This is an optimization exercise on Yosys and OpenROAD, whose aim is small area, a short achievable clock period and few clock cycles per item, not a production implementation. In this exercise RTL edits were held to simulation tests only and were not proved equivalent to the original. No activity file was given, so power comes from the tool's default toggle rates.

==> tundra: inputs <==
Design iso8601_utc_timestamp_parser_unit, start of the top module:
module iso8601_utc_timestamp_parser_unit (
   input  wire logic        clock,
   input  wire logic        reset,
   input  wire logic        req_tvalid,
   output      logic        req_tready,
   input  wire logic [7:0]  req_tdata,    
   input  wire logic        req_tlast,    
   output      logic        rsp_tvalid,
   input  wire logic        rsp_tready,
   output      logic [39:0] rsp_tdata,    
   output      logic        rsp_tuser     
);
make LEC_CHECK=0 CAP_MARGIN=20 CORE_MARGIN=2 CORE_UTILIZATION=40 SLEW_MARGIN=20 finish   # period 7.0 ns
run.sh (not shown) runs the stock make flow with config.mk's settings and CLKGATE_MAP_FILE= SYNTH_SCRIPT=/design/flow/synth_recipe.tcl, a recipe that flattens the netlist after the stock synthesis.
==> inputs of ember, as changes to tundra <==
--- a/flow/design.v
+++ b/flow/design.v
@@ -371,21 +371,23 @@
    output      logic        rsp_tvalid,
    input  wire logic        rsp_tready,
    output      logic [39:0] rsp_tdata,    
    output      logic        rsp_tuser     
 );
    localparam int unsigned W = 39;
    logic       in_v, in_last;
    logic       in_p0;            
+   logic       in_zend;          
    logic [3:0] in_lo;
    logic [1:0] in_hi;
-   logic       st_ka, st_kb, st_kc, st_kd, st_mon, st_tens, st_unit, st_x24, st_x60;
+   logic       st_ka, st_k, st_tens, st_unit, st_x24, st_x60;
    logic [4:0] pos;              
-   logic [3:0] prv;              
+   logic [2:0] prv;              
+   logic [itsp_pkg::K_W-1:0] kreg;    
    logic       aodd;             
    logic [1:0] hm4;              
    logic       codd, cz;         
    logic       lp;               
    logic [1:0] mcls;             
    logic       err;              
    logic       rv, rok;          
    logic [W-1:0] acc;
@@ -408,25 +410,23 @@
    always_ff @(posedge clock) begin
       if (reset)        in_v <= 1'b0;
       else if (take)    in_v <= 1'b1;
       else if (consume) in_v <= 1'b0;
       if (take) begin
          in_lo   <= req_tdata[3:0];
          in_last <= req_tlast;
          in_p0   <= (pos_nx == 5'd0) && !req_tlast;
+         in_zend <= ((req_tdata & 8'hDF) == 8'h5A) && req_tlast && (pos_nx == 5'd19);
          if (req_tdata[7:4] == 4'h3)                             in_hi <= 2'd1;
          else if (req_tdata[7:4] == 4'h2)                        in_hi <= 2'd2;
          else if (!req_tdata[7] && req_tdata[6] && req_tdata[4]) in_hi <= 2'd3;
          else                                                    in_hi <= 2'd0;
          st_ka   <= (pos_nx == 5'd1);
-         st_kb   <= (pos_nx == 5'd2);
-         st_kc   <= (pos_nx == 5'd3);
-         st_kd   <= (pos_nx == 5'd4);
-         st_mon  <= (pos_nx == 5'd6);
+         st_k    <= (pos_nx == 5'd2) || (pos_nx == 5'd3) || (pos_nx == 5'd4) || (pos_nx == 5'd7);
          st_tens <= (pos_nx == 5'd8) || (pos_nx == 5'd11) || (pos_nx == 5'd14) || (pos_nx == 5'd17);
          st_unit <= (pos_nx == 5'd9) || (pos_nx == 5'd12) || (pos_nx == 5'd15) || (pos_nx == 5'd18);
          st_x24  <= (pos_nx == 5'd10);
          st_x60  <= (pos_nx == 5'd13) || (pos_nx == 5'd16);
       end
    end
    always_comb begin
       case (prv[1:0])
@@ -450,59 +450,65 @@
          5'd13, 5'd16: bad = !iscolon;
          5'd14:        bad = !isdig || (dg > 4'd5);
          5'd17:        bad = !isdig || (dg > 4'd6);
          5'd18:        bad = !isdig || (prv[2] && prv[1] && (dg != 4'd0));
          5'd19:        bad = !isZ || !in_last;
          default:      bad = 1'b1;
       endcase
    end
-   assign ok = !err && isZ && (pos == 5'd19);
+   assign ok = !err && in_zend;
    logic [W-1:0] a_op, b_op, acc_nx;
    logic [itsp_pkg::K_W-1:0] kv;
    logic [6:0]   tens;
    logic         keep;
    assign tens = (dg[2:0] == 3'd0) ? 7'd0  : (dg[2:0] == 3'd1) ? 7'd10 :
                  (dg[2:0] == 3'd2) ? 7'd20 : (dg[2:0] == 3'd3) ? 7'd30 :
                  (dg[2:0] == 3'd4) ? 7'd40 : (dg[2:0] == 3'd5) ? 7'd50 :
                  (dg[2:0] == 3'd6) ? 7'd60 : 7'd70;
-   assign kv = ({itsp_pkg::K_W{go && st_ka}} & itsp_pkg::ka(prv)) |
-               ({itsp_pkg::K_W{go && st_kb}} & itsp_pkg::kb(prv, aodd)) |
-               ({itsp_pkg::K_W{go && st_kc}} & itsp_pkg::kc(prv)) |
-               ({itsp_pkg::K_W{go && st_kd}} &
-                ((prv == 4'd0) ? itsp_pkg::K_W'(codd || (cz && (hm4 != 2'd0)))
-                               : itsp_pkg::kd(prv, codd))) |
-               ({itsp_pkg::K_W{go && st_mon}} & itsp_pkg::K_W'(itsp_pkg::kmon(prv[0], dg, lp))) |
+   assign kv = ({itsp_pkg::K_W{go && (st_ka || st_k)}} & kreg) |
                ({itsp_pkg::K_W{go && st_tens}} & itsp_pkg::K_W'(tens)) |
                ({itsp_pkg::K_W{go && st_unit}} & itsp_pkg::K_W'(dg));
    assign keep = !((go && (st_ka || st_x24 || st_x60)) || (is_final && !ok));
    assign a_op = ({W{keep}} & acc) |
                  ({W{go && st_x24}} & (acc << 4)) |
                  ({W{go && st_x60}} & {acc[W-7:0], 6'd1});
-   assign b_op = {{(W - itsp_pkg::K_W){go && st_ka && kv[itsp_pkg::K_W-1]}}, kv} |
+   assign b_op = {{(W - itsp_pkg::K_W){go && st_ka && kreg[itsp_pkg::K_W-1]}}, kv} |
                  ({W{go && st_x24}} & (acc << 3)) |
                  ({W{go && st_x60}} & ~(acc << 2));
    itsp_add u_add (
       .a (a_op),
       .b (b_op),
       .s (acc_nx)
    );
    always_ff @(posedge clock) begin
       acc <= acc_nx;
       if (consume) begin
-         prv <= dg;
+         prv <= dg[2:0];
          case (pos)
-            5'd1: aodd <= prv[0];
-            5'd2: hm4  <= {prv[1] ^ aodd, prv[0]};
+            5'd0: begin
+               aodd <= dg[0];
+               kreg <= itsp_pkg::ka(dg);
+            end
+            5'd1: begin
+               hm4  <= {dg[1] ^ aodd, dg[0]};
+               kreg <= itsp_pkg::kb(dg, aodd);
+            end
+            5'd2: begin
+               codd <= dg[0];
+               cz   <= (dg == 4'd0);
+               kreg <= itsp_pkg::kc(dg);
+            end
             5'd3: begin
-               codd <= prv[0];
-               cz   <= (prv == 4'd0);
+               lp   <= (cz && (dg == 4'd0)) ? (hm4 == 2'd0) : ({dg[1] ^ codd, dg[0]} == 2'd0);
+               kreg <= (dg == 4'd0) ? itsp_pkg::K_W'(codd || (cz && (hm4 != 2'd0)))
+                                    : itsp_pkg::kd(dg, codd);
             end
-            5'd4: lp <= (cz && (prv == 4'd0)) ? (hm4 == 2'd0) : ({prv[1] ^ codd, prv[0]} == 2'd0);
             5'd6: begin
+               kreg <= itsp_pkg::K_W'(itsp_pkg::kmon(prv[0], dg, lp));
                if (prv[0])                                            mcls <= (dg == 4'd1) ? 2'd1 : 2'd0;
                else if (dg == 4'd2)                                   mcls <= 2'd2;
                else if ((dg == 4'd4) || (dg == 4'd6) || (dg == 4'd9)) mcls <= 2'd1;
                else                                                   mcls <= 2'd0;
             end
             default: ;
          endcase
       end
Settings changed: CORE_UTILIZATION 40 to 30, SETUP_SLACK_MARGIN from default to 3.0.
==> inputs of onyx, as changes to tundra <==
--- a/flow/design.v
+++ b/flow/design.v
@@ -8,178 +8,143 @@
          (a == 4'd2) ? 23'd10956 :
          (a == 4'd3) ? 23'd376198 :
          (a == 4'd4) ? 23'd741441 :
          (a == 4'd5) ? 23'd1106683 :
          (a == 4'd6) ? 23'd1471926 :
          (a == 4'd7) ? 23'd1837168 :
          (a == 4'd8) ? 23'd2202411 :
          (a == 4'd9) ? 23'd2567653 :
-         (a == 4'd10) ? 23'd2202411 :
-         (a == 4'd11) ? 23'd2567653 :
-         (a == 4'd12) ? 23'd2202411 :
-         (a == 4'd13) ? 23'd2567653 :
-         (a == 4'd14) ? 23'd2202411 :
-         23'd2567653;
+         (a == 4'd10) ? 23'd2932896 :
+         (a == 4'd11) ? 23'd3298138 :
+         (a == 4'd12) ? 23'd3663381 :
+         (a == 4'd13) ? 23'd4028623 :
+         (a == 4'd14) ? 23'd4393866 :
+         23'd4759108;
    endfunction
    function automatic logic [K_W-1:0] kb(input logic [3:0] b, input logic ao);
       kb =
          ({ao, b} == 5'd0) ? 23'd0 :
          ({ao, b} == 5'd1) ? 23'd36524 :
          ({ao, b} == 5'd2) ? 23'd73048 :
          ({ao, b} == 5'd3) ? 23'd109572 :
          ({ao, b} == 5'd4) ? 23'd146097 :
          ({ao, b} == 5'd5) ? 23'd182621 :
          ({ao, b} == 5'd6) ? 23'd219145 :
          ({ao, b} == 5'd7) ? 23'd255669 :
          ({ao, b} == 5'd8) ? 23'd292194 :
          ({ao, b} == 5'd9) ? 23'd328718 :
-         ({ao, b} == 5'd10) ? 23'd292194 :
-         ({ao, b} == 5'd11) ? 23'd328718 :
-         ({ao, b} == 5'd12) ? 23'd292194 :
-         ({ao, b} == 5'd13) ? 23'd328718 :
-         ({ao, b} == 5'd14) ? 23'd292194 :
-         ({ao, b} == 5'd15) ? 23'd328718 :
+         ({ao, b} == 5'd10) ? 23'd365242 :
+         ({ao, b} == 5'd11) ? 23'd401766 :
+         ({ao, b} == 5'd12) ? 23'd438291 :
+         ({ao, b} == 5'd13) ? 23'd474815 :
+         ({ao, b} == 5'd14) ? 23'd511339 :
+         ({ao, b} == 5'd15) ? 23'd547863 :
          ({ao, b} == 5'd16) ? 23'd0 :
          ({ao, b} == 5'd17) ? 23'd36524 :
          ({ao, b} == 5'd18) ? 23'd73049 :
          ({ao, b} == 5'd19) ? 23'd109573 :
          ({ao, b} == 5'd20) ? 23'd146097 :
          ({ao, b} == 5'd21) ? 23'd182621 :
          ({ao, b} == 5'd22) ? 23'd219146 :
          ({ao, b} == 5'd23) ? 23'd255670 :
          ({ao, b} == 5'd24) ? 23'd292194 :
          ({ao, b} == 5'd25) ? 23'd328718 :
-         ({ao, b} == 5'd26) ? 23'd292194 :
-         ({ao, b} == 5'd27) ? 23'd328718 :
-         ({ao, b} == 5'd28) ? 23'd292194 :
-         ({ao, b} == 5'd29) ? 23'd328718 :
-         ({ao, b} == 5'd30) ? 23'd292194 :
-         23'd328718;
+         ({ao, b} == 5'd26) ? 23'd365243 :
+         ({ao, b} == 5'd27) ? 23'd401767 :
+         ({ao, b} == 5'd28) ? 23'd438291 :
+         ({ao, b} == 5'd29) ? 23'd474815 :
+         ({ao, b} == 5'd30) ? 23'd511340 :
+         23'd547864;
    endfunction
    function automatic logic [K_W-1:0] kc(input logic [3:0] c);
       kc =
          (c == 4'd0) ? 23'd0 :
          (c == 4'd1) ? 23'd3652 :
          (c == 4'd2) ? 23'd7305 :
          (c == 4'd3) ? 23'd10957 :
          (c == 4'd4) ? 23'd14610 :
          (c == 4'd5) ? 23'd18262 :
          (c == 4'd6) ? 23'd21915 :
          (c == 4'd7) ? 23'd25567 :
          (c == 4'd8) ? 23'd29220 :
          (c == 4'd9) ? 23'd32872 :
-         (c == 4'd10) ? 23'd29220 :
-         (c == 4'd11) ? 23'd32872 :
-         (c == 4'd12) ? 23'd29220 :
-         (c == 4'd13) ? 23'd32872 :
-         (c == 4'd14) ? 23'd29220 :
-         23'd32872;
+         (c == 4'd10) ? 23'd36525 :
+         (c == 4'd11) ? 23'd40177 :
+         (c == 4'd12) ? 23'd43830 :
+         (c == 4'd13) ? 23'd47482 :
+         (c == 4'd14) ? 23'd51135 :
+         23'd54787;
    endfunction
    function automatic logic [K_W-1:0] kd(input logic [3:0] d, input logic co);
       kd =
          ({co, d} == 5'd0) ? 23'd0 :
          ({co, d} == 5'd1) ? 23'd366 :
          ({co, d} == 5'd2) ? 23'd731 :
          ({co, d} == 5'd3) ? 23'd1096 :
          ({co, d} == 5'd4) ? 23'd1461 :
          ({co, d} == 5'd5) ? 23'd1827 :
          ({co, d} == 5'd6) ? 23'd2192 :
          ({co, d} == 5'd7) ? 23'd2557 :
          ({co, d} == 5'd8) ? 23'd2922 :
          ({co, d} == 5'd9) ? 23'd3288 :
-         ({co, d} == 5'd10) ? 23'd2922 :
-         ({co, d} == 5'd11) ? 23'd3288 :
-         ({co, d} == 5'd12) ? 23'd2922 :
-         ({co, d} == 5'd13) ? 23'd3288 :
-         ({co, d} == 5'd14) ? 23'd2922 :
-         ({co, d} == 5'd15) ? 23'd3288 :
+         ({co, d} == 5'd10) ? 23'd3653 :
+         ({co, d} == 5'd11) ? 23'd4018 :
+         ({co, d} == 5'd12) ? 23'd4383 :
+         ({co, d} == 5'd13) ? 23'd4749 :
+         ({co, d} == 5'd14) ? 23'd5114 :
+         ({co, d} == 5'd15) ? 23'd5479 :
          ({co, d} == 5'd16) ? 23'd1 :
          ({co, d} == 5'd17) ? 23'd366 :
          ({co, d} == 5'd18) ? 23'd731 :
          ({co, d} == 5'd19) ? 23'd1097 :
          ({co, d} == 5'd20) ? 23'd1462 :
          ({co, d} == 5'd21) ? 23'd1827 :
          ({co, d} == 5'd22) ? 23'd2192 :
          ({co, d} == 5'd23) ? 23'd2558 :
          ({co, d} == 5'd24) ? 23'd2923 :
          ({co, d} == 5'd25) ? 23'd3288 :
-         ({co, d} == 5'd26) ? 23'd2923 :
-         ({co, d} == 5'd27) ? 23'd3288 :
-         ({co, d} == 5'd28) ? 23'd2923 :
-         ({co, d} == 5'd29) ? 23'd3288 :
-         ({co, d} == 5'd30) ? 23'd2923 :
-         23'd3288;
+         ({co, d} == 5'd26) ? 23'd3653 :
+         ({co, d} == 5'd27) ? 23'd4019 :
+         ({co, d} == 5'd28) ? 23'd4384 :
+         ({co, d} == 5'd29) ? 23'd4749 :
+         ({co, d} == 5'd30) ? 23'd5114 :
+         23'd5480;
    endfunction
    function automatic logic [K_W-1:0] kmon(input logic m1, input logic [3:0] m0, input logic lp);
       kmon =
-         ({m1, m0, lp} == 6'd0) ? 23'd0 :
-         ({m1, m0, lp} == 6'd1) ? 23'd0 :
-         ({m1, m0, lp} == 6'd2) ? 23'd0 :
-         ({m1, m0, lp} == 6'd3) ? 23'd0 :
          ({m1, m0, lp} == 6'd4) ? 23'd31 :
          ({m1, m0, lp} == 6'd5) ? 23'd31 :
          ({m1, m0, lp} == 6'd6) ? 23'd59 :
          ({m1, m0, lp} == 6'd7) ? 23'd60 :
          ({m1, m0, lp} == 6'd8) ? 23'd90 :
          ({m1, m0, lp} == 6'd9) ? 23'd91 :
          ({m1, m0, lp} == 6'd10) ? 23'd120 :
          ({m1, m0, lp} == 6'd11) ? 23'd121 :
          ({m1, m0, lp} == 6'd12) ? 23'd151 :
          ({m1, m0, lp} == 6'd13) ? 23'd152 :
          ({m1, m0, lp} == 6'd14) ? 23'd181 :
          ({m1, m0, lp} == 6'd15) ? 23'd182 :
          ({m1, m0, lp} == 6'd16) ? 23'd212 :
          ({m1, m0, lp} == 6'd17) ? 23'd213 :
          ({m1, m0, lp} == 6'd18) ? 23'd243 :
          ({m1, m0, lp} == 6'd19) ? 23'd244 :
-         ({m1, m0, lp} == 6'd20) ? 23'd212 :
-         ({m1, m0, lp} == 6'd21) ? 23'd213 :
-         ({m1, m0, lp} == 6'd22) ? 23'd243 :
-         ({m1, m0, lp} == 6'd23) ? 23'd244 :
-         ({m1, m0, lp} == 6'd24) ? 23'd212 :
-         ({m1, m0, lp} == 6'd25) ? 23'd213 :
-         ({m1, m0, lp} == 6'd26) ? 23'd243 :
-         ({m1, m0, lp} == 6'd27) ? 23'd244 :
-         ({m1, m0, lp} == 6'd28) ? 23'd212 :
-         ({m1, m0, lp} == 6'd29) ? 23'd213 :
-         ({m1, m0, lp} == 6'd30) ? 23'd243 :
-         ({m1, m0, lp} == 6'd31) ? 23'd244 :
+         ({m1, m0, lp} == 6'd20) ? 23'd273 :
+         ({m1, m0, lp} == 6'd21) ? 23'd274 :
+         ({m1, m0, lp} == 6'd22) ? 23'd304 :
+         ({m1, m0, lp} == 6'd23) ? 23'd305 :
+         ({m1, m0, lp} == 6'd24) ? 23'd334 :
+         ({m1, m0, lp} == 6'd25) ? 23'd335 :
          ({m1, m0, lp} == 6'd32) ? 23'd273 :
          ({m1, m0, lp} == 6'd33) ? 23'd274 :
          ({m1, m0, lp} == 6'd34) ? 23'd304 :
          ({m1, m0, lp} == 6'd35) ? 23'd305 :
          ({m1, m0, lp} == 6'd36) ? 23'd334 :
          ({m1, m0, lp} == 6'd37) ? 23'd335 :
-         ({m1, m0, lp} == 6'd38) ? 23'd304 :
-         ({m1, m0, lp} == 6'd39) ? 23'd305 :
-         ({m1, m0, lp} == 6'd40) ? 23'd334 :
-         ({m1, m0, lp} == 6'd41) ? 23'd335 :
-         ({m1, m0, lp} == 6'd42) ? 23'd304 :
-         ({m1, m0, lp} == 6'd43) ? 23'd305 :
-         ({m1, m0, lp} == 6'd44) ? 23'd334 :
-         ({m1, m0, lp} == 6'd45) ? 23'd335 :
-         ({m1, m0, lp} == 6'd46) ? 23'd304 :
-         ({m1, m0, lp} == 6'd47) ? 23'd305 :
-         ({m1, m0, lp} == 6'd48) ? 23'd334 :
-         ({m1, m0, lp} == 6'd49) ? 23'd335 :
-         ({m1, m0, lp} == 6'd50) ? 23'd304 :
-         ({m1, m0, lp} == 6'd51) ? 23'd305 :
-         ({m1, m0, lp} == 6'd52) ? 23'd334 :
-         ({m1, m0, lp} == 6'd53) ? 23'd335 :
-         ({m1, m0, lp} == 6'd54) ? 23'd304 :
-         ({m1, m0, lp} == 6'd55) ? 23'd305 :
-         ({m1, m0, lp} == 6'd56) ? 23'd334 :
-         ({m1, m0, lp} == 6'd57) ? 23'd335 :
-         ({m1, m0, lp} == 6'd58) ? 23'd304 :
-         ({m1, m0, lp} == 6'd59) ? 23'd305 :
-         ({m1, m0, lp} == 6'd60) ? 23'd334 :
-         ({m1, m0, lp} == 6'd61) ? 23'd335 :
-         ({m1, m0, lp} == 6'd62) ? 23'd304 :
-         23'd305;
+         23'd0;
    endfunction
 endpackage
 `default_nettype wire
 `default_nettype none
 module itsp_add (
    input  wire logic [38:0] a,
    input  wire logic [38:0] b,
    output      logic [38:0] s
@@ -370,17 +335,16 @@
    input  wire logic        req_tlast,    
    output      logic        rsp_tvalid,
    input  wire logic        rsp_tready,
    output      logic [39:0] rsp_tdata,    
    output      logic        rsp_tuser     
 );
    localparam int unsigned W = 39;
    logic       in_v, in_last;
-   logic       in_p0;            
    logic [3:0] in_lo;
    logic [1:0] in_hi;
    logic       st_ka, st_kb, st_kc, st_kd, st_mon, st_tens, st_unit, st_x24, st_x60;
    logic [4:0] pos;              
    logic [3:0] prv;              
    logic       aodd;             
    logic [1:0] hm4;              
    logic       codd, cz;         
@@ -394,30 +358,29 @@
    logic isdig, isdash, iscolon, isT, isZ, bad, day_ok, ok;
    logic [3:0] dg;
    assign dg      = in_lo;
    assign isdig   = (in_hi == 2'd1) && (in_lo <= 4'd9);
    assign iscolon = (in_hi == 2'd1) && (in_lo == 4'hA);
    assign isdash  = (in_hi == 2'd2) && (in_lo == 4'hD);
    assign isT     = (in_hi == 2'd3) && (in_lo == 4'h4);
    assign isZ     = (in_hi == 2'd3) && (in_lo == 4'hA);
-   assign consume    = in_v && (in_p0 || !rv);
+   assign consume    = in_v && (((pos == 5'd0) && !in_last) || !rv);
    assign go         = in_v && !rv && !in_last;    
    assign is_final   = consume && in_last;
-   assign req_tready = !in_v || in_p0 || !rv;
+   assign req_tready = !in_v || consume;
    assign take       = req_tvalid && req_tready;
    assign pos_nx     = !consume ? pos : (in_last ? 5'd0 : pos + 5'd1);
    always_ff @(posedge clock) begin
       if (reset)        in_v <= 1'b0;
       else if (take)    in_v <= 1'b1;
       else if (consume) in_v <= 1'b0;
       if (take) begin
          in_lo   <= req_tdata[3:0];
          in_last <= req_tlast;
-         in_p0   <= (pos_nx == 5'd0) && !req_tlast;
          if (req_tdata[7:4] == 4'h3)                             in_hi <= 2'd1;
          else if (req_tdata[7:4] == 4'h2)                        in_hi <= 2'd2;
          else if (!req_tdata[7] && req_tdata[6] && req_tdata[4]) in_hi <= 2'd3;
          else                                                    in_hi <= 2'd0;
          st_ka   <= (pos_nx == 5'd1);
          st_kb   <= (pos_nx == 5'd2);
          st_kc   <= (pos_nx == 5'd3);
          st_kd   <= (pos_nx == 5'd4);
Settings changed: SETUP_SLACK_MARGIN from default to 4.5.
==> comparison <==
Of ember and tundra, ember has the higher cell count (gap about 20%, measured against tundra). The lowest routed wire length belongs to tundra, the highest to onyx. The highest setup slack belongs to ember, the lowest to tundra. In onyx the core utilization is higher than in tundra, by 12 points. Against onyx, the first-iteration DRC count of ember is lower by 41%. Of tundra and ember, tundra has the higher global-route usage (gap 5.0 points).
==> figures <==
|  | ember | onyx | tundra |
|---|---|---|---|
| Sequential Power | 0.928 mW | 0.834 mW | 0.808 mW |
| Number of distinct standard cells referenced by the synthesized netlist | 75 | 78 | 76 |
| Run status | timing/DRC/antenna clean | timing/DRC/antenna clean | timing/DRC/antenna clean |
| Area Overhead vs Synth | 23.1% | 40.2% | 13.9% |
| Worst slew slack as a fraction of its limit | 30.2% | 33.7% | 39.3% |
| Share of the synthesized area in compound gates (AO/OA/AOI/OAI) | 25.0% | 30.2% | 29.5% |
| Power density over cell area | 246 nW/um^2 | 225 nW/um^2 | 269 nW/um^2 |
| Fraction of standard cell area that is sequential | 26.4% | 18.0% | 23.4% |
| Arrival time of the worst setup path | 4350 ps | 4590 ps | 5850 ps |
| Multi-input gate share of total cell area | 54.2% | 56.8% | 58.3% |
| Critical Path Fanout Max | 22 | 6 | 25 |
| Initial standard-cell utilization of the core | 30.8% | 41.2% | 40.4% |
| Clock power share | 22.5% | 20.8% | 24.4% |
| Overall via count from detail_route | 7,656 | 8,450 | 6,827 |
Testbench counts of tundra, summed over its fixed seeds: cycles 32,016, items 1,600.
Testbench counts of ember, summed over its fixed seeds: cycles 32,016, items 1,600.
Testbench counts of onyx, summed over its fixed seeds: cycles 32,016, items 1,600.

[static timing again, ports no longer ideal]
The flow's constraints put no driver on any port. The routed layouts listed below were extracted and timed again, unchanged, in two steps.
Step 1, drivers: a clkbuf_16 drives clock and a buf_2 each remaining input, both assumed.
Step 2 also shifts input and output timing later by t, the mid clock arrival at the registers, as if the neighbouring blocks saw the same clock.
Three values: ideal, step 1, step 2; two values: the first two.
run	t (ns)	slack for setup (ns)	worst setup path after step 2	worst register clock-pin slew, ns	worst data-port slew with drivers (ns)
tundra	0.381	1.384 / 1.384 / 1.384	register to register	0.07 / 0.07	0.03
ember	0.395	2.911 / 2.911 / 2.911	register to register	0.07 / 0.07	0.03
onyx	0.397	2.642 / 2.642 / 2.642	register to register	0.06 / 0.06	0.03
After both steps every run listed still meets setup and hold.
